This design comes from an exercise in tuning for small area on the open sky130 flow, not from production work.
Only simulation tests tie the RTL to the original design; equivalence was not proved.
The clock port is modelled as an ideal driver; clocking choices that lean on that would not hold on a real chip.
Power is estimated from default activity; no workload was simulated.

==> flow/design.v <==
module regfile_mp #(
  parameter int DATA_W   = 32,
  parameter int ADDR_W   = 5,
  parameter int ZERO_REG = 1,
  parameter int BYPASS   = 1
) (
  input  logic              clk,
  input  logic              rst_n,
  input  logic [ADDR_W-1:0] raddr1,
  output logic [DATA_W-1:0] dout1,
  output logic              rpend1,
  input  logic [ADDR_W-1:0] raddr2,
  output logic [DATA_W-1:0] dout2,
  output logic              rpend2,
  input  logic              wr0,
  input  logic [ADDR_W-1:0] waddr0,
  input  logic [DATA_W-1:0] din0,
  input  logic              wr1,
  input  logic [ADDR_W-1:0] waddr1,
  input  logic [DATA_W-1:0] din1,
  input  logic              rsv,
  input  logic [ADDR_W-1:0] rsv_addr,
  output logic              rsv_ok,
  output logic [ADDR_W:0]   pend_cnt
);
  localparam int DEPTH = 1 << ADDR_W;
  localparam int LO    = (ZERO_REG != 0) ? 1 : 0;
  localparam int NW    = DEPTH - LO;       
  localparam int LB    = 2;                
  localparam int NL    = 1 << LB;
  localparam int NH    = 1 << (ADDR_W - LB);
  localparam int NT    = NW + 2;
  localparam int NG    = (NT + 2) / 3;
  localparam int NPG   = (NW + 2) / 3;
  logic [NW-1:0][DATA_W-1:0] mem;
  logic [NW-1:0]             valid;
  logic [NW-1:0]             pend;
  wire  [NW-1:0][DATA_W-1:0] nxt;
  wire  [NW-1:0]             ne0_w, ne1_w, hold_w;
  wire  [DATA_W-1:0]         nd0, nd1;
  logic [NW-1:0]             we0_w, we1_w, wany_w, rs_w;
  logic                      we0, we1;
  logic                      f01, f11, f02, f12;
  logic                      rsv_hit, set_en;
  wire                       rhit, dec0, dec1;
  function automatic logic [NL-1:0] dec_lo(input logic [ADDR_W-1:0] a);
    for (int j = 0; j < NL; j++) dec_lo[j] = (a[LB-1:0] == LB'(j));
  endfunction
  function automatic logic [NH-1:0] dec_hi(input logic [ADDR_W-1:0] a);
    for (int k = 0; k < NH; k++) dec_hi[k] = (a[ADDR_W-1:LB] == (ADDR_W-LB)'(k));
  endfunction
  logic [NL-1:0] lw0, lw1, lr1, lr2, lrs;
  logic [NH-1:0] hw0, hw1, hr1, hr2, hrs;
  assign lw0 = dec_lo(waddr0) & {NL{wr0}};
  assign lw1 = dec_lo(waddr1) & {NL{wr1}};
  assign lr1 = dec_lo(raddr1);
  assign lr2 = dec_lo(raddr2);
  assign lrs = dec_lo(rsv_addr) & {NL{rsv}};
  assign hw0 = dec_hi(waddr0);
  assign hw1 = dec_hi(waddr1);
  assign hr1 = dec_hi(raddr1);
  assign hr2 = dec_hi(raddr2);
  assign hrs = dec_hi(rsv_addr);
  assign we0 = wr0 && !(ZERO_REG != 0 && waddr0 == '0);
  assign we1 = wr1 && !(ZERO_REG != 0 && waddr1 == '0)
               && !(we0 && waddr0 == waddr1);
  always_comb begin
    for (int k = 0; k < NW; k++) begin
      we0_w[k]  = lw0[(k + LO) % NL] && hw0[(k + LO) / NL];
      we1_w[k]  = lw1[(k + LO) % NL] && hw1[(k + LO) / NL] && !we0_w[k];
      wany_w[k] = we0_w[k] || we1_w[k];
      rs_w[k]   = lrs[(k + LO) % NL] && hrs[(k + LO) / NL];
    end
  end
  for (genvar k = 0; k < NW; k++) begin : g_wdrv
    rf_inv u_ne0 (.a(we0_w[k]),  .y(ne0_w[k]));
    rf_inv u_ne1 (.a(we1_w[k]),  .y(ne1_w[k]));
    rf_inv u_h   (.a(wany_w[k]), .y(hold_w[k]));
  end
  for (genvar b = 0; b < DATA_W; b++) begin : g_din
    rf_inv u_nd0 (.a(din0[b]), .y(nd0[b]));
    rf_inv u_nd1 (.a(din1[b]), .y(nd1[b]));
  end
  for (genvar k = 0; k < NW; k++) begin : g_word
    for (genvar b = 0; b < DATA_W; b++) begin : g_bit
      rf_wbit u_w (
        .nd0(nd0[b]), .ne0(ne0_w[k]),
        .nd1(nd1[b]), .ne1(ne1_w[k]),
        .h(hold_w[k]), .q(mem[k][b]), .y(nxt[k][b])
      );
    end
  end
  always_ff @(posedge clk)
    mem <= nxt;
  always_ff @(posedge clk or negedge rst_n) begin
    if (!rst_n) begin
      valid <= '0;
      pend  <= '0;
    end else begin
      for (int k = 0; k < NW; k++) begin
        valid[k] <= valid[k] || wany_w[k];
        pend[k]  <= pend[k] ? hold_w[k] : rs_w[k];
      end
    end
  end
  assign f01 = rst_n && (BYPASS != 0) && we0 && (waddr0 == raddr1);
  assign f11 = rst_n && (BYPASS != 0) && we1 && (waddr1 == raddr1);
  assign f02 = rst_n && (BYPASS != 0) && we0 && (waddr0 == raddr2);
  assign f12 = rst_n && (BYPASS != 0) && we1 && (waddr1 == raddr2);
  logic [NL-1:0] lm1, lm2;
  assign lm1 = lr1 & {NL{!(BYPASS != 0 && (f01 || f11))}};
  assign lm2 = lr2 & {NL{!(BYPASS != 0 && (f02 || f12))}};
  logic [3*NG-1:0]             ns1, ns2;
  wire  [3*NG-1:0]             s1, s2;
  logic [3*NG-1:0][DATA_W-1:0] t;
  always_comb begin
    ns1 = '1;
    ns2 = '1;
    t   = '0;
    for (int k = 0; k < NW; k++) begin
      ns1[k] = !(lm1[(k + LO) % NL] && hr1[(k + LO) / NL] && valid[k]);
      ns2[k] = !(lm2[(k + LO) % NL] && hr2[(k + LO) / NL] && valid[k]);
      t[k]   = mem[k];
    end
    ns1[NT-2] = !f01;
    ns1[NT-1] = !f11;
    ns2[NT-2] = !f02;
    ns2[NT-1] = !f12;
    t[NT-2]   = din0;
    t[NT-1]   = din1;
  end
  for (genvar k = 0; k < 3*NG; k++) begin : g_sdrv
    if (k < NT) begin : g_used
      rf_inv u_s1 (.a(ns1[k]), .y(s1[k]));
      rf_inv u_s2 (.a(ns2[k]), .y(s2[k]));
    end else begin : g_pad
      assign s1[k] = 1'b0;
      assign s2[k] = 1'b0;
    end
  end
  wire [DATA_W-1:0][NG-1:0] y1, y2;
  for (genvar b = 0; b < DATA_W; b++) begin : g_rd
    for (genvar g = 0; g < NG; g++) begin : g_grp
      rf_aoi3 u_r1 (
        .a1(s1[3*g]),   .a2(t[3*g][b]),
        .b1(s1[3*g+1]), .b2(t[3*g+1][b]),
        .c1(s1[3*g+2]), .c2(t[3*g+2][b]),
        .y(y1[b][g])
      );
      rf_aoi3 u_r2 (
        .a1(s2[3*g]),   .a2(t[3*g][b]),
        .b1(s2[3*g+1]), .b2(t[3*g+1][b]),
        .c1(s2[3*g+2]), .c2(t[3*g+2][b]),
        .y(y2[b][g])
      );
    end
    assign dout1[b] = !(&y1[b]);
    assign dout2[b] = !(&y2[b]);
  end
  logic [3*NPG-1:0] pw, pe0, pe1, prs;
  always_comb begin
    pw  = '0;
    pe0 = '0;
    pe1 = '0;
    prs = '0;
    pw[NW-1:0]  = pend;
    pe0[NW-1:0] = we0_w;
    pe1[NW-1:0] = we1_w;
    prs[NW-1:0] = rs_w;
  end
  wire [NPG-1:0] yd0, yd1, yrs;
  for (genvar g = 0; g < NPG; g++) begin : g_pt
    rf_aoi3 u_d0 (
      .a1(pe0[3*g]), .a2(pw[3*g]), .b1(pe0[3*g+1]), .b2(pw[3*g+1]),
      .c1(pe0[3*g+2]), .c2(pw[3*g+2]), .y(yd0[g])
    );
    rf_aoi3 u_d1 (
      .a1(pe1[3*g]), .a2(pw[3*g]), .b1(pe1[3*g+1]), .b2(pw[3*g+1]),
      .c1(pe1[3*g+2]), .c2(pw[3*g+2]), .y(yd1[g])
    );
    rf_aoi3 u_rs (
      .a1(prs[3*g]), .a2(pw[3*g]), .b1(prs[3*g+1]), .b2(pw[3*g+1]),
      .c1(prs[3*g+2]), .c2(pw[3*g+2]), .y(yrs[g])
    );
  end
  assign dec0 = !(&yd0);
  assign dec1 = !(&yd1);
  assign rhit = !(&yrs);
  logic [DEPTH-1:0] pend_all;
  assign pend_all = {pend, {LO{1'b0}}};
  assign rpend1  = pend_all[raddr1] && !(f01 || f11);
  assign rpend2  = pend_all[raddr2] && !(f02 || f12);
  assign rsv_hit = rsv && !rhit;
  assign rsv_ok  = rst_n && rsv_hit;
  assign set_en  = rsv_hit && !(ZERO_REG != 0 && rsv_addr == '0);
  always_ff @(posedge clk or negedge rst_n) begin
    if (!rst_n)
      pend_cnt <= '0;
    else
      pend_cnt <= pend_cnt
                  + {{ADDR_W{1'b0}}, set_en}
                  - {{ADDR_W{1'b0}}, dec0}
                  - {{ADDR_W{1'b0}}, dec1};
  end
endmodule
module rf_wbit (
  input  logic nd0,
  input  logic ne0,
  input  logic nd1,
  input  logic ne1,
  input  logic h,
  input  logic q,
  output logic y
);
  assign y = !((nd0 || ne0) && (nd1 || ne1) && !(h && q));
endmodule
module rf_inv (
  input  logic a,
  output logic y
);
  assign y = !a;
endmodule
module rf_aoi3 (
  input  logic a1,
  input  logic a2,
  input  logic b1,
  input  logic b2,
  input  logic c1,
  input  logic c2,
  output logic y
);
  assign y = !((a1 && a2) || (b1 && b2) || (c1 && c2));
endmodule
==> flow/flow/run.sh <==
#!/bin/bash
# Own layout flow: the standard synthesis; then synthesis's buffers are
# removed and each combinational
# cell is set to the smallest-area drive strength of its kind (registers
# are left as synthesis made them); then the standard layout with
# small port buffers and a clock tree of small buffers without dummy
# loads, whose leaf buffers are upsized where their sinks' clock slew
# would be high.
set -euo pipefail
F=$PWD/flow
bash standard.sh synth > synth.log 2>&1
openroad -no_init -exit flow/downsize.tcl > downsize.log 2>&1
bash standard.sh \
  "BUFFER_PORTS_ARGS=-buffer_cell sky130_fd_sc_hd__buf_1" \
  "CTS_ARGS=-sink_clustering_enable -repair_clock_nets -dont_use_dummy_load -buf_list sky130_fd_sc_hd__clkbuf_8 -sink_clustering_size 14 -sink_clustering_max_diameter 80" \
  "POST_CTS_TCL=$F/cts_fix.tcl" \
  finish > layout.log 2>&1
==> flow/flow/cts_fix.tcl <==
estimate_parasitics -placement
set db [ord::get_db]
set n 0
foreach inst [get_cells -quiet clkbuf_leaf*] {
  set x [get_pins -of_objects $inst -filter "direction==output"]
  if {[get_property $x slew_max] > 0.100} {
    set db_inst [[ord::get_db_block] findInst [get_full_name $inst]]
    set m [[$db_inst getMaster] getName]
    if {[regexp {^(sky130_fd_sc_hd__clkbuf_)([0-9]+)$} $m -> base size] && $size < 16} {
      $db_inst swapMaster [$db findMaster ${base}[expr {$size * 2}]]
      incr n
    }
  }
}
puts "cts_fix: upsized $n clock buffers"
if {$n > 0} {
  detailed_placement
  check_placement -verbose
  estimate_parasitics -placement
}
==> flow/flow/downsize.tcl <==
# Remove synthesis's buffers, then set each combinational cell of 1_synth.odb to the smallest-area drive
# strength of its kind (of equal areas, the strongest). Registers are left
# as synthesis made them.
set r orfs/results/$::env(FLOW_PLATFORM)/regfile_mp/base
read_liberty $::env(FLOW_HOME)/platforms/$::env(FLOW_PLATFORM)/lib/sky130_fd_sc_hd__tt_025C_1v80.lib
read_db $r/1_synth.odb
read_sdc $r/1_synth.sdc
# buffers synthesis inserted (the layout adds its own where needed)
remove_buffers
set db [ord::get_db]
set block [ord::get_db_block]
# best master per kind
set best [dict create]
foreach lib [$db getLibs] {
  foreach m [$lib getMasters] {
    set name [$m getName]
    if {[regexp {lpflow|probe} $name]} continue
    if {![regexp {^(sky130_fd_sc_hd__[a-z0-9]+)_([0-9]+)$} $name -> kind size]} continue
    set area [expr {[$m getWidth] * [$m getHeight]}]
    if {[dict exists $best $kind]} {
      lassign [dict get $best $kind] barea bsize bm
      if {$area > $barea || ($area == $barea && $size < $bsize)} continue
    }
    dict set best $kind [list $area $size $m]
  }
}
set n 0
foreach inst [$block getInsts] {
  set name [[$inst getMaster] getName]
  if {![regexp {^(sky130_fd_sc_hd__([a-z0-9]+))_([0-9]+)$} $name -> kind fn size]} continue
  if {[regexp {^(s?e?df|dl|sdl)} $fn]} continue
  if {![dict exists $best $kind]} continue
  set m [lindex [dict get $best $kind] 2]
  if {[$m getName] eq $name} continue
  $inst swapMaster $m
  incr n
}
puts "resized $n instances"
write_db $r/1_synth.odb
==> flow/standard.sh <==
#!/bin/bash
# synth_recipe.tcl (not shown) runs the flow's synth.tcl, then flattens the netlist and writes it again
# the make line also repeats each setting of config.mk as NAME=value (left out here)
make -C /OpenROAD-flow-scripts/flow DESIGN_CONFIG=/design/flow/config.mk WORK_HOME=/design/flow/orfs CLKGATE_MAP_FILE= SYNTH_SCRIPT=/design/flow/synth_recipe.tcl "${@:-finish}"
==> flow/config.mk <==
export PLATFORM = sky130hd
export DESIGN_NAME = regfile_mp
export DESIGN_NICKNAME = regfile_mp
export VERILOG_FILES = /design/flow/design.v
export SDC_FILE = /design/flow/constraint.sdc
export NUM_CORES = 8
export LEC_CHECK = 0
export ABC_CLOCK_PERIOD_IN_PS = 10000
export CAP_MARGIN = 20
export CORE_MARGIN = 2
export CORE_UTILIZATION = 60
export GPL_TIMING_DRIVEN = 0
export PLACE_DENSITY = 0.68
export SLEW_MARGIN = 20
export SYNTH_HIERARCHICAL = 1
export SYNTH_MINIMUM_KEEP_SIZE = 0
==> flow/constraint.sdc <==
create_clock -name core_clock -period 10.0 [get_ports {clk}]
set_input_delay 2.0000 -clock core_clock [delete_from_list [all_inputs] [get_ports {clk}]]
set_output_delay 2.0000 -clock core_clock [all_outputs]
set_load 0.01 [all_outputs]
==> metrics.cfg, run 1 <==
[floorplanning]
core_mm2 = 0.0773
initial_utilization = 0.604
die_w_um = 283
rows = 102
die_area_mm2 = 0.0802
die_h_um = 283
io_pins = 167

[hold_path]
holdPathStages = 2
hp-class = reg2reg
holdPathEnd = mem[151]
worstHoldStart = mem[151]

[worst_setup_path]
path_cells = buf_2 > buf_12 > buf_16 > nand2_1 > a21oi_1 > o21a_1 > a21boi_4 > buf_16 > nand4_1 > inv_2 > a222oi_1 > nand4_1 > nor2_1 > nand4_1 > buf_1
worstPathArrival_ns = 7.23
crit_path_frequent_cell = nand4_1
crit_required_ns = 8.00
r2r_cells = 12
reg2reg_from = pend[3]
cp_slowest_stage_delay_ns = 0.74
cp-start-kind = input port
cp-end-kind = output port
r2r-end = pend_cnt[5]
critPathKind = in2out
setup.reg_to_reg.worst_slack_ns = 6.35
cp_slowest_cell = nor2_1
worstPathMaxFanout = 32

[placement]
port_buffers = 166
hpwl_mm = 136
place.gp.congestion = 1.06

[layout]
area_growth_pct = 7.09
layout.nets = 5134
drive_gt1_frac = 0.0753

[pwr]
power_mw = 10.7
ir_drop_mv = 0.171
power.leakage_nw = 18.3
pwr_density_cell_mw_per_mm2 = 214

[clock_tree]
clk_pin_slew_ns = 0.10
cts_tree = built
clkSinkCount = 1060
clk_latency_ns = 0.74

[synth]
syn_avg_cell_area_um2 = 9.81
netlist_area_mm2 = 0.0467
synth_warnings = 7
synth_cells = 4764

[detailed_routing]
viasPerCell = 9.29
ant_nets = 0
vias = 56500
drtPass1Iterations = 25
routedWlPerCell_um = 42.2
routed_wl_mm = 257
drc = 0
drtIter0Drc = 17700

[sta]
drv_slew = 0
tightest_slew_ns = 1.34
grt_setup_unrepaired = false
hold_viol = 0
setup_violations = 0
skew_ns = 0.0116
fin_tns_setup_ns = 0
slew_headroom = 0.103
fin_crit_ns = 9.23
fmax_mhz = 108
post-route-period-util = 0.923

[global_routing]
grt_pass1_wl_mm = 355
grt_start_max_net_pins = 34
grt_pass1_vias = 51500
antenna_found_initial = 13
grt_usage = 0.596
overflow = 0

[run]
cap_violations = 0

[status]
status = no timing/DRC/antenna violations

through the flow:
| stage | cell area, um^2 | worst slack (ns) | instances | util | hold WS [ns] |
|---|---|---|---|---|---|
| 2_1_floorplan | 46800 | 2.90 | 4775 | - | 0.453 |
| 6_report | 50100 | 0.768 | 6083 | 0.647 | 0.494 |
| 3_5_place_dp | 48800 | 1.49 | 5985 | 0.631 | 0.470 |
| 5_1_grt | 50000 | 0.689 | 6076 | 0.647 | 0.509 |
| 3_3_place_gp | 48700 | -1.62 | 5981 | 0.630 | 0.462 |
metal layers:
layer  routed length, um  track usage  up-vias
li1                    -            -    21400
met1               81700        0.712    26200
met2               92600        0.753     6960
met3               54900        0.366     1894
met4               26900        0.461       12
met5                 473       0.0423        -
registers in the layout, indices dropped and copies added (netlist names):
| name | count |
|---|---|
| mem | 992 |
| pend | 31 |
| pend_cnt | 6 |
| valid | 31 |
worst max-delay path: cells and delay by family:
kind	cells	cell delay, ns
compound gates	4	1.30
buf+inv	6	1.93
simple gates	5	1.93
placed cells by master, fill, tap and decap left out, types with 8 or more instances in the layout:
cell and count:
or2_2 31, nor3_1 8, inv_2 233, nor2_1 171, o221ai_1 992, dfrtp_1 68, diode_2 13, conb_1 12
o31ai_1 31, nand4_1 261, xnor2_1 21, mux2i_1 8, buf_1 164, a222oi_1 737, nand3_1 15, dfxtp_1 992
nor3b_1 9, mux4_2 14, xor2_1 8, nand3b_1 11, o21ai_1 31, nand2_1 1068, clkbuf_8 84
worst max path at each step:
stage	from	end	slack, ns
after floorplan	waddr0[4]	dout1[0]	2.90
after global placement	rst_n	dout2[7]	-1.62
after detailed placement	rst_n	dout1[7]	1.49
after global routing	rst_n	dout1[1]	0.69
final	rst_n	dout1[7]	0.77
layout make-up:
class,instances,area [um^2]
inverters,233,875
diodes,13,32.5
fillers,6638,27300
flip-flops and latches,1060,21600
multi-input cells,3482,24400
repair buffers,170,728
well taps,1040,1300
clock buffers,85,1180
power breakdown:
group / switching [mW] / leakage (nW) / total (mW) / internal, mW
registers: 0.905 / 9.08 / 6.22 / 5.32
clock network: 1.48 / 0.616 / 2.25 / 0.770
logic: 1.35 / 8.63 / 2.22 / 0.872
total: 3.74 / 18.3 / 10.7 / 6.96
==> run 2: changes to the inputs <==
--- a/flow/config.mk
+++ b/flow/config.mk
@@ -9,7 +9,7 @@
 export CAP_MARGIN = 20
 export CORE_MARGIN = 2
-export CORE_UTILIZATION = 60
+export CORE_UTILIZATION = 50
 export GPL_TIMING_DRIVEN = 0
-export PLACE_DENSITY = 0.68
+export PLACE_DENSITY = 0.58
 export SLEW_MARGIN = 20
 export SYNTH_HIERARCHICAL = 1
==> run 2 against run 1 <==
Effect of this change: worst setup slack worse by 0.33 ns; synthesized area unchanged; critical path type unchanged; non-clock buffer count increased by 1; largest cell class unchanged; sequential power barely moved; largest power group unchanged; global-route usage shrank 4.1 points; still clean; cell area increased by 0.57%.
==> metrics.cfg, run 2 <==
[hold_path]
holdPathEnd = mem[821]
holdPathStages = 2  ; unchanged
hp-class = reg2reg
worstHoldStart = mem[821]

[layout]
drive_gt1_frac = 0.0753  ; about the same
top_regs = mem: 992 flops, pend: 31 flops, valid: 31 flops
final_core_utilization = 0.541  ; -0.106
nFillCells = 8670  ; +31%
layout_common_cells = 1,068 x nand2_1, 992 x o221ai_1, 992 x dfxtp_1, 737 x a222oi_1, 261 x nand4_1
multiInputGateArea_mm2 = 0.0244  ; about the same
ff_latch_area_mm2 = 0.0216  ; unchanged
area_growth_pct = 7.70
largest_reg_flops = 992  ; unchanged
layout.nets = 5135  ; +0.019%
regMostFlops = mem
final_common_cell = nand2_1

[pwr]
power.leakage_nw = 18.3  ; about the same
pwr_density_cell_mw_per_mm2 = 214  ; about the same
power_frac_comb = 0.208  ; about the same
switchingPower_mw = 3.78  ; +1.1%
intPower_mw = 6.98  ; +0.23%
p_clk_frac = 0.214  ; +0.003
seq_power_share = 0.578  ; -0.004
swShare = 0.352  ; +0.00205
ir_drop_mv = 0.160  ; -6.5%

[clock_tree]
clk_latency_ns = 0.77  ; +0.03 ns
cts_tree = built
clkSinkCount = 1060  ; unchanged
clk_pin_slew_ns = 0.10  ; about the same

[global_routing]
grt_start_max_net_pins = 34  ; unchanged
grt_pass1_vias = 50900  ; -1.2%
antenna_found_initial = 15  ; +2
grt_usage = 0.555  ; -0.0406
overflow = 0  ; unchanged
grt_pass1_wl_mm = 380  ; +7.1%

[sta]
fmax_mhz = 105  ; -3.5%
hold_viol = 0  ; unchanged
setup_violations = 0  ; unchanged
post-route-period-util = 0.956  ; +0.0332
grt_setup_unrepaired = false
fin_crit_ns = 9.56  ; +0.332 ns
slew_headroom = 0.123  ; +0.0193
fin_tns_setup_ns = 0  ; unchanged
tightest_slew_ns = 1.31  ; -0.0289 ns
skew_ns = 0.0102  ; -0.00137 ns
drv_slew = 0  ; unchanged

[synth]
synth_warnings = 7  ; unchanged
synth_cells = 4764  ; unchanged
netlist_area_mm2 = 0.0467  ; unchanged
syn_avg_cell_area_um2 = 9.81  ; unchanged

[floorplanning]
rows = 112  ; +9.8%
die_area_mm2 = 0.0959  ; +20%
die_w_um = 310  ; +9.4%
io_pins = 167  ; unchanged
initial_utilization = 0.502  ; -0.102
die_h_um = 310  ; +9.4%
core_mm2 = 0.0930  ; +20%

[worst_setup_path]
cp-start-kind = input port
critPathTopFamily = simple AND/OR/NAND/NOR gates
path_cells = buf_1 > xnor2_1 > nand3_1 > nor3_1 > a21boi_4 > buf_8 > nand4_1 > inv_2 > a222oi_1 > nand4_1 > nor2_1 > nand4_1 > buf_1
r2r-end = pend_cnt[5]
cp-end-kind = output port
cp_slowest_stage_delay_ns = 0.81  ; +0.07 ns
worstPathMaxFanout = 32  ; unchanged
critPathKind = in2out
crit_buf_inv = 4  ; -2
r2r_cells = 12  ; unchanged
cp_slowest_cell = nor2_1
crit_required_ns = 8.00  ; about the same
setup.reg_to_reg.worst_slack_ns = 6.33  ; -0.02 ns
crit_path_frequent_cell = nand4_1
reg2reg_from = pend[0]
worstPathArrival_ns = 7.56  ; +0.33 ns

[detailed_routing]
ant_nets = 0  ; unchanged
drc = 0  ; unchanged
routed_wl_mm = 280  ; +9.3%
drtPass1Iterations = 19  ; -24%
drtIter0Drc = 15700  ; -11%
vias = 56000  ; -0.84%
routedWlPerCell_um = 44.5  ; +5.6%
viasPerCell = 8.91  ; -4.1%

[placement]
hpwl_mm = 145  ; +6.7%
place.gp.congestion = 1.10  ; +4.2%
port_buffers = 166  ; unchanged

[run]
cap_violations = 0  ; unchanged

[status]
status = no timing/DRC/antenna violations

run 2: cell types whose count changed in the layout (fill, tap and decap cells not counted), sizes merged:
cell | previous run | this run
clkinv | 0 | 5
diode | 13 | 8
inv | 233 | 228
buf | 169 | 170
run 2: worst reg2reg max path: stages, from the launching register on:
cell	delay, ns
dfrtp_1	0.49
a222oi_1	0.41
nand4_1	0.25
nor3_1	0.69
fa_1	0.55
ha_1	0.21
ha_1	0.23
inv_2	0.06
fa_1	0.22
inv_2	0.04
a21o_1	0.17
a21oi_1	0.17
xnor2_1	0.13
run 2: worst max path at each step:
stage | start | endpoint | cells past startpoint | slack (ns)
final | raddr2[0] | dout2[12] | 13 | 0.44
after floorplan | waddr0[4] | dout1[0] | 10 | 2.90
after global placement | rst_n | dout2[12] | 11 | -1.85
after detailed placement | waddr0[3] | dout2[12] | 13 | 1.24
after global routing | raddr2[0] | dout2[2] | 13 | 0.64
run 2: power groups by stage:
stage	Clock, mW	Sequential [mW]	Combinational, mW
after global routing	2.42	6.32	2.38
after floorplan	0	6.01	1.44
final	2.31	6.22	2.24
after global placement	0	6.21	2.00
after detailed placement	0	6.23	2.09
run 2: cell type report:
class	instances	area share
Sequential cell	1060	0.428
Tap cell	1254	0.0312
Antenna cell	8	0.000398
Clock buffer	85	0.0239
Timing Repair Buffer	171	0.0146
Multi-Input combinational cell	3482	0.484
Inverter	233	0.0175
run 2: metal layers:
layer / global-route usage / vias up / part of all wire
li1: - / 21400 / -
met1: 0.679 / 26700 / 0.34
met2: 0.706 / 6359 / 0.37
met3: 0.320 / 1623 / 0.20
met4: 0.407 / 24 / 0.095
met5: 0.0485 / - / 0.0021
run 2: metrics by stage:
stage	instance area (um^2)	power, mW	hold slack (ns)	setup WS [ns]	std cells
final	50300	10.8	0.497	0.436	6293
after global routing	50300	11.1	0.515	0.644	6290
after global placement	49000	8.21	0.464	-1.85	6195
after detailed placement	49100	8.32	0.470	1.24	6200
after floorplan	46800	7.45	0.453	2.90	4775
==> run 3: changes to the inputs <==
--- a/flow/design.v
+++ b/flow/design.v
@@ -32,5 +32,6 @@
   localparam int NT    = NW + 2;
   localparam int NG    = (NT + 2) / 3;
-  localparam int NPG   = (NW + 2) / 3;
+  localparam int NPG   = NW / 3;
+  localparam int NPR   = NW - 3 * NPG;
   logic [NW-1:0][DATA_W-1:0] mem;
   logic [NW-1:0]             valid;
@@ -158,29 +159,23 @@
     assign dout2[b] = !(&y2[b]);
   end
-  logic [3*NPG-1:0] pw, pe0, pe1, prs;
-  always_comb begin
-    pw  = '0;
-    pe0 = '0;
-    pe1 = '0;
-    prs = '0;
-    pw[NW-1:0]  = pend;
-    pe0[NW-1:0] = we0_w;
-    pe1[NW-1:0] = we1_w;
-    prs[NW-1:0] = rs_w;
-  end
-  wire [NPG-1:0] yd0, yd1, yrs;
+  wire [NPG+NPR-1:0] yd0, yd1, yrs;
   for (genvar g = 0; g < NPG; g++) begin : g_pt
     rf_aoi3 u_d0 (
-      .a1(pe0[3*g]), .a2(pw[3*g]), .b1(pe0[3*g+1]), .b2(pw[3*g+1]),
-      .c1(pe0[3*g+2]), .c2(pw[3*g+2]), .y(yd0[g])
+      .a1(we0_w[3*g]), .a2(pend[3*g]), .b1(we0_w[3*g+1]), .b2(pend[3*g+1]),
+      .c1(we0_w[3*g+2]), .c2(pend[3*g+2]), .y(yd0[g])
     );
     rf_aoi3 u_d1 (
-      .a1(pe1[3*g]), .a2(pw[3*g]), .b1(pe1[3*g+1]), .b2(pw[3*g+1]),
-      .c1(pe1[3*g+2]), .c2(pw[3*g+2]), .y(yd1[g])
+      .a1(we1_w[3*g]), .a2(pend[3*g]), .b1(we1_w[3*g+1]), .b2(pend[3*g+1]),
+      .c1(we1_w[3*g+2]), .c2(pend[3*g+2]), .y(yd1[g])
     );
     rf_aoi3 u_rs (
-      .a1(prs[3*g]), .a2(pw[3*g]), .b1(prs[3*g+1]), .b2(pw[3*g+1]),
-      .c1(prs[3*g+2]), .c2(pw[3*g+2]), .y(yrs[g])
+      .a1(rs_w[3*g]), .a2(pend[3*g]), .b1(rs_w[3*g+1]), .b2(pend[3*g+1]),
+      .c1(rs_w[3*g+2]), .c2(pend[3*g+2]), .y(yrs[g])
     );
+  end
+  for (genvar r = 0; r < NPR; r++) begin : g_ptr
+    assign yd0[NPG+r] = !(we0_w[3*NPG+r] && pend[3*NPG+r]);
+    assign yd1[NPG+r] = !(we1_w[3*NPG+r] && pend[3*NPG+r]);
+    assign yrs[NPG+r] = !(rs_w[3*NPG+r] && pend[3*NPG+r]);
   end
   assign dec0 = !(&yd0);
==> run 3 against run 2 <==
Effect of this change: synthesized cell count rose by 0.13%; sequential cell count did not move; hold slack got worse by 0.0027 ns; worst setup slack improved by 0.44 ns; count of clock-buffer cells in the layout rose by 1; non-clock buffer count fell by 1; synthesized area barely moved.
==> metrics.cfg, run 3 <==
[placement]
port_buffers = 166  ; unchanged
place.gp.congestion = 1.03  ; -6.4%
hpwl_mm = 144  ; -0.53%
place_ws_ns = 1.43  ; +0.198 ns

[layout]
area_growth_pct = 7.65  ; about the same
largest_reg_flops = 992  ; unchanged
multiInputGateArea_mm2 = 0.0243  ; -0.15%
layout_common_cells = 1,073 x nand2_1, 992 x o221ai_1, 992 x dfxtp_1, 734 x a222oi_1, 262 x nand4_1
top_regs = mem: 992 flops, pend: 31 flops, valid: 31 flops
ff_latch_area_mm2 = 0.0216  ; unchanged
final_common_cell = nand2_1
nFillCells = 8648  ; -0.25%
drive_gt1_frac = 0.0764  ; +0.00107
layout.nets = 5130  ; -0.097%
regMostFlops = mem

[pwr]
ir_drop_mv = 0.179  ; +12%
power.leakage_nw = 18.4  ; about the same
p_clk_frac = 0.218  ; +0.004
switchingPower_mw = 3.77  ; -0.25%
pwr_density_cell_mw_per_mm2 = 214  ; +0.11%
swShare = 0.351  ; -0.00102
intPower_mw = 6.99  ; +0.20%
power_frac_comb = 0.206  ; -0.002
seq_power_share = 0.576  ; -0.002

[floorplanning]
die_w_um = 310  ; about the same
core_mm2 = 0.0929  ; -0.15%
die_h_um = 310  ; about the same
initial_utilization = 0.503  ; +0.000636
io_pins = 167  ; unchanged
die_area_mm2 = 0.0959  ; about the same
rows = 112  ; unchanged

[worst_setup_path]
crit_cells = 13  ; unchanged
cp_slowest_stage_delay_ns = 0.81  ; about the same
cp-end-kind = output port
critPathKind = in2out
cp-start-kind = input port
path_cells = buf_1 > or3_1 > o31a_1 > a31oi_1 > a21boi_4 > buf_16 > nand4_1 > inv_2 > a222oi_1 > nand4_1 > nor2_1 > nand4_1 > buf_1
r2r_cells = 12  ; unchanged
critPathTopFamily = simple AND/OR/NAND/NOR gates
crit_path_frequent_cell = nand4_1
worstPathMaxFanout = 32  ; unchanged
worstPathArrival_ns = 7.12  ; -0.44 ns
crit_required_ns = 8.00  ; about the same
cp_slowest_cell = nor2_1
crit_buf_inv = 4  ; unchanged

[sta]
tightest_slew_ns = 1.29  ; -0.0212 ns
hold_viol = 0  ; unchanged
fin_crit_ns = 9.12  ; -0.442 ns
fin_tns_setup_ns = 0  ; unchanged
grt_setup_unrepaired = false
fin_ws_ns = 0.878  ; +0.442 ns
post-route-period-util = 0.912  ; -0.0442
skew_ns = 0.0676  ; +0.0574 ns
fmax_mhz = 110  ; +4.8%
setup_violations = 0  ; unchanged
slew_headroom = 0.137  ; +0.0141
drv_slew = 0  ; unchanged

[run]
cap_violations = 0  ; unchanged

[detailed_routing]
viasPerCell = 8.74  ; -1.8%
drtIter0Drc = 14700  ; -6.3%
vias = 54900  ; -2.0%
routed_wl_mm = 269  ; -3.9%
ant_nets = 0  ; unchanged
drtPass1Iterations = 14  ; -5
drc = 0  ; unchanged
routedWlPerCell_um = 42.9  ; -3.8%

[synth]
syn_avg_cell_area_um2 = 9.80  ; -0.15%
netlist_area_mm2 = 0.0467  ; about the same
synth_warnings = 7  ; unchanged
synth_cells = 4770  ; +0.13%

[clock_tree]
cts_tree = built
clk_latency_ns = 0.82  ; +0.05 ns
clk_pin_slew_ns = 0.09  ; about the same
clkSinkCount = 1060  ; unchanged

[hold_path]
holdPathStages = 2  ; unchanged
hp-class = reg2reg

[global_routing]
grt_start_max_net_pins = 34  ; unchanged
grt_pass1_wl_mm = 370  ; -2.6%
grt_pass1_vias = 50600  ; -0.59%
overflow = 0  ; unchanged
antenna_found_initial = 18  ; +3
grt_usage = 0.536  ; -0.0196

[status]
status = no timing/DRC/antenna violations

==> run 3: cell types whose count changed in the layout (fill, tap and decap cells not counted), sizes merged, moves of 5 or more <==
| cell | change |
|---|---|
| nand3 | -5 |
| nand2 | +5 |
| xnor2 | -7 |
| xor2 | +7 |
| conb | -12 |
| clkinv | -5 |
| inv | +7 |
==> run 3: layout make-up <==
class / instances / area share
multi-input cells: 3475 / 0.484
well taps: 1254 / 0.0312
flip-flops and latches: 1060 / 0.429
diodes: 5 / 0.000249
clock buffers: 86 / 0.0244
repair buffers: 170 / 0.0143
inverters: 235 / 0.0175
==> run 3: metal layers <==
layer	GRT usage	part of all wire
met5	0.00506	0.00072
met4	0.402	0.090
met3	0.269	0.19
met1	0.664	0.34
met2	0.701	0.38
==> run 3: power by group through the flow <==
stage	Sequential, mW	Combinational, mW	Clock (mW)
finish	6.20	2.22	2.34
global placement	6.19	2.00	0
floorplan	6.01	1.43	0
global route	6.30	2.37	2.45
detailed placement	6.22	2.09	0
==> run 3: worst reg2reg max path: cells and delay by family, from the launching register on <==
family	cells	cell delay (ns)
flops	1	0.47
compound gates	4	1.88
xor+xnor	1	0.13
simple gates	1	0.26
buf+inv	2	0.10
fa+ha+maj	4	1.23
==> run 3: worst paths after layout <==
path | to | slack, ns | start
worst max-delay path | dout1[15] | 0.88 | waddr0[4]
worst min-delay path | mem[137] | 0.49 | mem[137]
worst max register to register | pend_cnt[5] | 5.82 | pend[15]
worst min register to register | mem[137] | 0.49 | mem[137]
max in group asynchronous | valid[5] | 8.00 | rst_n
min in group asynchronous | valid[13] | 1.17 | rst_n
==> run 3: per-stage QoR <==
step	power [mW]	area (um^2)	utilization	instances	hold slack [ns]
after floorplan	7.44	46700	-	4770	0.453
after global placement	8.19	48900	0.527	6190	0.462
after detailed placement	8.30	49100	0.528	6194	0.469
after global routing	11.1	50300	0.541	6283	0.512
final	10.8	50300	0.541	6285	0.494

-- what the ideal ports hide --
In the flow no input, the clock included, has a driving cell. The finished layouts below were timed again as built, in two steps.
Step 1 assumes that a clkbuf_16 drives the clock port and a buf_2 every other input.
Step 2 moves the port delays by t, midway between the first and last clock arrival at a register: inputs arrive t later, outputs are due t later. That takes back most of the time a late clock gives input paths.
Slacks: ideal / step 1 / step 2; pairs: ideal / step 1.
run	t (ns)	setup slack, ns	worst setup path after step 2	clock arrival spread, ns
run 1	0.832	0.768 / 0.746 / 0.746	input to output	0.061 / 0.061
run 2	0.867	0.436 / 0.409 / 0.409	input to output	0.084 / 0.084
run 3	0.863	0.878 / 0.858 / 0.858	input to output	0.076 / 0.076
After both steps setup and hold are still met in every run listed. For run 2, which loses most, drivers alone change the setup slack by -0.027 ns; drivers and shift together by -0.027 ns.
